This design comes from an exercise in tuning for small area, a short achievable clock period and few clock cycles on the open sky130 flow, not from production work.
Where RTL was checked, it was by simulation tests only, not by an equivalence proof against the original.
No activity file was given, so power comes from the tool's default toggle rates.

==> flow/design.v (excerpt) <==
module buffet_top (
    input  logic                  clk,
    input  logic                  nreset_i,
    input  logic                  push_valid_i,
    input  buffet_pkg::data_t     push_data_i,
    input  logic                  credit_req_i,
    output logic                  credit_valid_o,
    output buffet_pkg::count_t    credit_o,
    input  logic                  read_valid_i,
    input  buffet_pkg::read_req_t read_req_i,
    output logic                  read_ready_o,
    output logic                  read_data_valid_o,
    output buffet_pkg::data_t     read_data_o,
    input  logic                  read_data_ready_i,
    input  logic                  update_valid_i,
    input  buffet_pkg::idx_t      update_offset_i,
    input  buffet_pkg::data_t     update_data_i
);
Size: ~700 flip-flops, roughly 120 I/O pins.
==> flow/config.mk <==
export PLATFORM = sky130hd
export DESIGN_NAME = buffet_top
export DESIGN_NICKNAME = buffet_top
export VERILOG_FILES = /design/flow/design.v
export SDC_FILE = /design/flow/constraint.sdc
export NUM_CORES = 4
export LEC_CHECK = 0
export ABC_CLOCK_PERIOD_IN_PS = 2200
export CAP_MARGIN = 20
export CORE_MARGIN = 2
export CORE_UTILIZATION = 75
export CTS_CLUSTER_DIAMETER = 80
export CTS_CLUSTER_SIZE = 24
export SETUP_SLACK_MARGIN = 2.2
export SLEW_MARGIN = 20
==> flow/constraint.sdc <==
create_clock -name core_clock -period 4.4 [get_ports {clk}]
set_input_delay 0.8800 -clock core_clock [delete_from_list [all_inputs] [get_ports {clk}]]
set_output_delay 0.8800 -clock core_clock [all_outputs]
set_load 0.01 [all_outputs]
standard.sh (not shown) runs the stock make flow with config.mk's settings and CLKGATE_MAP_FILE= SYNTH_SCRIPT=/design/flow/synth_recipe.tcl, a recipe that flattens the netlist after the stock synthesis.
==> flow/flow/run.sh <==
#!/bin/bash
# The standard layout, with three changes to how it is made: adders
# are left to ABC as plain gates (no full/half adder cells), sizing may
# change a cell's footprint, and the port buffers are buf_4 cells.
# make's output goes to make.log; each ORFS step keeps its own log under
# orfs/logs
set -euo pipefail
bash standard.sh ADDER_MAP_FILE= MATCH_CELL_FOOTPRINT=0 \
    "BUFFER_PORTS_ARGS=-buffer_cell sky130_fd_sc_hd__buf_4" finish > make.log 2>&1
Testbench counts at the start, summed over its fixed seeds: cycles 9,660.
Then changed:
- CAP_MARGIN: 20 -> 10
- CORE_UTILIZATION: 75 -> 60
- SLEW_MARGIN: 20 -> 10
After rerunning:
- global-route usage falls by 7.8 points
- die area is higher by 24%
- clock skew shrinks by 4.7 ps
- routed wire length drops by about 5%
- worst setup slack degrades by 19 ps
Then changed:
- CAP_MARGIN: 10 -> 20
- CORE_UTILIZATION: 60 -> 40
- CTS_CLUSTER_DIAMETER: 80 -> not set
- CTS_CLUSTER_SIZE: 24 -> not set
- SETUP_SLACK_MARGIN: 2.2 -> 2.1
- SLEW_MARGIN: 10 -> 20
=> Final cell count increases by 13%. Combinational power hardly moves. Count of clock-buffer cells in the layout increases by 43. Total power increases by 11%. Routed wire length increases by 5.0%. First-iteration DRC count decreases by 1.4%. Sequential share of layout area decreases by 2.9 points. Non-clock buffer count decreases by 10. Design area increases by 4.7%. Critical path depth increases by 2. Setup slack gets worse by 10 ps.
Then changed:
- CORE_UTILIZATION: 40 -> 60
- CTS_CLUSTER_DIAMETER: not set -> 80
- CTS_CLUSTER_SIZE: not set -> 24
- SETUP_SLACK_MARGIN: 2.1 -> 2.2
- TNS_END_PERCENT: not set -> 5
Final area fell by 5.4%.
Global-route usage rose by 8.9 points.
Non-clock buffer count fell by 10.
Routed wire length fell by 7.2%.
Via count fell by 2.6%.
Then changed:
- CORE_UTILIZATION: 60 -> 65
- SETUP_SLACK_MARGIN: 2.2 -> 2.25
- TNS_END_PERCENT: 5 -> not set
=> The changed run passed the timing, DRC and antenna checks. First-iteration DRC count increases by about 20%. Clock-buffer cell count does not change. Power goes up by about 2.4%. Routed wire length came out higher by 2.2%. Cell area came out higher by about 1.7%. Non-clock buffer count climbs by 39. Critical path depth rose by 6. Combinational power rises by 11%.
Then changed:
- CORE_UTILIZATION: 65 -> 40
- SETUP_SLACK_MARGIN: 2.25 -> 2.2
Final cell count rises by 12%.
Clock-buffer cell count is unchanged.
Combinational power decreases by about 1%.
Non-clock buffer count fell by 13.
Routed wire length climbs by 4.2%.
Global-route usage falls by 12 points.
Cell area rose by 0.78%.
Clock power climbs by about 2%.
Fmax barely changes.
Worst hold slack is better by 7.2 ps.
Total power is lower by 0.49%.

* * *

## P
Another version of the RTL of buffet_top (not shown whole).
Size in the first run: about 1,500 cells after synthesis, ~690 flip-flops.
clock: 4.4 ns
lec_check: 0
abc_clock_period_in_ps: 2400
cap_margin: 20
core_margin: 2
core_utilization: 40
setup_slack_margin: 1.9
slew_margin: 20
run.sh (not shown) runs the stock make flow with config.mk's settings and CLKGATE_MAP_FILE= SYNTH_SCRIPT=/design/flow/synth_recipe.tcl, a recipe that flattens the netlist after the stock synthesis.
Stock flow here: none of the scripts above is used.
What Q does differently from P at the input level:
# P
export LEC_CHECK = 0
export ABC_CLOCK_PERIOD_IN_PS = 2400
export CAP_MARGIN = 20
export CORE_MARGIN = 2
export CORE_UTILIZATION = 40
export SETUP_SLACK_MARGIN = 1.9
export SLEW_MARGIN = 20
create_clock -name core_clock -period 4.4 [get_ports {clk}]
# Q
export LEC_CHECK = 0
export ABC_CLOCK_PERIOD_IN_PS = 2200
export CAP_MARGIN = 20
export CORE_MARGIN = 2
export CORE_UTILIZATION = 40
export SETUP_SLACK_MARGIN = 2.1
export SLEW_MARGIN = 20
create_clock -name core_clock -period 4.4 [get_ports {clk}]
==> flow/flow/run.sh (new file) <==
#!/bin/bash
# The standard layout, with sizing free to change a cell's footprint
# and buf_4 cells as the port buffers. make's output goes to make.log;
# each ORFS step keeps its own log under orfs/logs
set -euo pipefail
bash standard.sh MATCH_CELL_FOOTPRINT=0 "BUFFER_PORTS_ARGS=-buffer_cell sky130_fd_sc_hd__buf_4" finish > make.log 2>&1
==> flow/standard.sh (new file) <==
#!/bin/bash
# synth_recipe.tcl (not shown) runs the flow's synth.tcl, then flattens the netlist and writes it again
# the make line also repeats each setting of config.mk as NAME=value (left out here)
make -C /OpenROAD-flow-scripts/flow DESIGN_CONFIG=/design/flow/config.mk WORK_HOME=/design/flow/orfs CLKGATE_MAP_FILE= SYNTH_SCRIPT=/design/flow/synth_recipe.tcl "${@:-finish}"
removed: flow/run.sh
==> notes.md <==
- Compared with P, in Q final setup violation count held steady, sequential share of layout area shrank by 1.4 points, hold slack shrank by 230 ps, number of global-route vias before repair grew by about 0.45%, detail-routed net length per standard cell grew by about 1.7%.
- Between Q and P, the difference in synthesized instance count is negligible.
- Power for Q is higher than for P.
- Q reports its leading power group as combinational cells while P reports sequential cells.
- Share of the clock period used by the worst path (lower): Q
- [Q vs P] cell area: higher in Q
- In Q relative to P, number of vias per cell had gone up slightly.
Function was not checked in any run of this note: the RTL went through the layout flow alone.

* * *

## run A
Another version of the RTL of buffet_top (not shown whole).
Size: about 1900 cells after synthesis, ~28000 µm² of cells after synthesis.
clock: 4.4 ns
lec_check: 0
abc_clock_period_in_ps: 2500
cap_margin: 20
core_margin: 2
core_utilization: 65
cts_cluster_diameter: 80
cts_cluster_size: 24
setup_slack_margin: 2.25
slew_margin: 20
standard.sh (not shown) runs the stock make flow with config.mk's settings and CLKGATE_MAP_FILE= SYNTH_SCRIPT=/design/flow/synth_recipe.tcl, a recipe that flattens the netlist after the stock synthesis.
==> flow/flow/run.sh <==
#!/bin/bash
# The standard layout, with three changes to how it is made: adders
# are left to ABC as plain gates (no full/half adder cells), sizing may
# change a cell's footprint, and the port buffers are buf_4 cells.
# make's output goes to make.log; each ORFS step keeps its own log under
# orfs/logs
set -euo pipefail
bash standard.sh ADDER_MAP_FILE= MATCH_CELL_FOOTPRINT=0 \
    "BUFFER_PORTS_ARGS=-buffer_cell sky130_fd_sc_hd__buf_4" finish > make.log 2>&1
Run A: no failed stages, no open violations at the end
Testbench counts of run A, summed over its fixed seeds: cycles 9,660.
### run A -> run B
- ABC_CLOCK_PERIOD_IN_PS: 2500 -> 2200
- CORE_UTILIZATION: 65 -> 70
Results
- Compared with run A, run B shows share of power burned in combinational logic higher by 1.1 points.
- Any difference in critical path depth between run B and run A is small enough to ignore.
- [compare] base=run A new=run B: count of clock-buffer cells in the layout saw an increase, die outline area lost 3100 µm², relative area change from synthesis to final layout up 0.79 points.
- For clock transition at the registers of the reported paths, run A and run B come out practically identical.
- Run B — proportion of power drawn by flip-flops and latches 0.5 points lower, run A as reference
## Diff of input files: run C against run B
- CORE_UTILIZATION changed from 70 to 60
- SETUP_SLACK_MARGIN changed from 2.25 to 2.2
Notes after the runs:
- Against run B, run C comes in 0.38% higher on wire length of the first global-routing pass.
- Looking at maximum frequency across run C and run B, the one that comes out higher is run C.
- On number of DRC markers in iteration 0, the lower figure sits with run C, not run B.
- Summary of run C over run B: worst path arrival time higher; final area lower; growth of design area from synthesis to finish saw a decrease; worst hold slack across all endpoints rose 16 ps; floorplan die height picked up an extra 7.9%.
- Side by side, global-route track usage on met3 turned out lower in run C than in run B.
The inputs of run D differ from those of run C as listed below.
- a change of CORE_UTILIZATION from 60 to 65
- a change of SETUP_SLACK_MARGIN from 2.2 to 2.25
==> flow/flow/run.sh <==
#!/bin/bash
# The standard layout, with three changes to how it is made: adders
# are left to ABC as plain gates (no full/half adder cells), sizing may
# change a cell's footprint, and the port buffers are buf_2 cells.
# make's output goes to make.log; each ORFS step keeps its own log under
# orfs/logs
set -euo pipefail
bash standard.sh ADDER_MAP_FILE= MATCH_CELL_FOOTPRINT=0 \
    "BUFFER_PORTS_ARGS=-buffer_cell sky130_fd_sc_hd__buf_2" finish > make.log 2>&1
Results
Measured against each other, run C and run D differ in total length of routed wires, the higher figure coming from run D.
Run D: routed length per placed instance is about 4% higher than what run C reported.
Diff run C -> run D: data required time of the worst path increased by 280 ps relative to the old numbers, switching share of total power increased by 0.96 points relative to the old numbers, count of fill cells added during filler insertion decreased by 20% relative to the old numbers.

-- afterwards: timing with drivers on the ports --
No port has a modelled driver above. Below, the same layouts with a new extraction and two added sets of constraints. Step 1, drivers: a clkbuf_16 drives clk and a buf_2 each remaining input, both assumed. Step 2 adds t to the input delays and takes it off the output delays; t is the mean of the earliest and latest rising clock arrival at the registers after step 1. Input paths then give back, and output paths get back, about the clock's delay inside the block. Three values: ideal, step 1, step 2; two values: the first two.
run | t, ns | setup slack, ns | clock arrival spread, ns | worst register clock-pin slew, ns | pins driven straight from the clock port
the first run of note 1 | 0.613 | 2.111 / 2.111 / 1.579 | 0.027 / 0.027 | 0.11 / 0.11 | 1
the second run of note 1 | 0.629 | 2.092 / 2.092 / 1.615 | 0.022 / 0.022 | 0.10 / 0.10 | 1
the third run of note 1 | 0.664 | 2.082 / 2.082 / 1.514 | 0.024 / 0.024 | 0.06 / 0.06 | 1
the fourth run of note 1 | 0.645 | 1.997 / 1.997 / 1.468 | 0.020 / 0.021 | 0.10 / 0.10 | 1
the fifth run of note 1 | 0.635 | 2.122 / 2.122 / 1.633 | 0.028 / 0.028 | 0.10 / 0.10 | 1
the sixth run of note 1 | 0.650 | 2.121 / 2.121 / 1.537 | 0.022 / 0.022 | 0.10 / 0.10 | 1
P | 0.661 | 1.655 / 1.661 / 1.034 | 0.029 / 0.029 | 0.06 / 0.06 | 1
Q | 0.681 | 1.689 / 1.689 / 1.076 | 0.026 / 0.026 | 0.06 / 0.06 | 1
run A | 0.639 | 2.217 / 2.159 / 1.663 | 0.021 / 0.021 | 0.10 / 0.10 | 1
run B | 0.633 | 2.205 / 2.148 / 1.609 | 0.027 / 0.027 | 0.10 / 0.10 | 1
run C | 0.640 | 2.213 / 2.156 / 1.649 | 0.026 / 0.026 | 0.10 / 0.10 | 1
run D | 0.649 | 1.948 / 1.948 / 1.463 | 0.031 / 0.031 | 0.10 / 0.10 | 1
After both steps setup and hold are still met in every run listed. For P, which loses most, drivers alone change the setup slack by +0.006 ns; drivers and shift together by -0.621 ns.
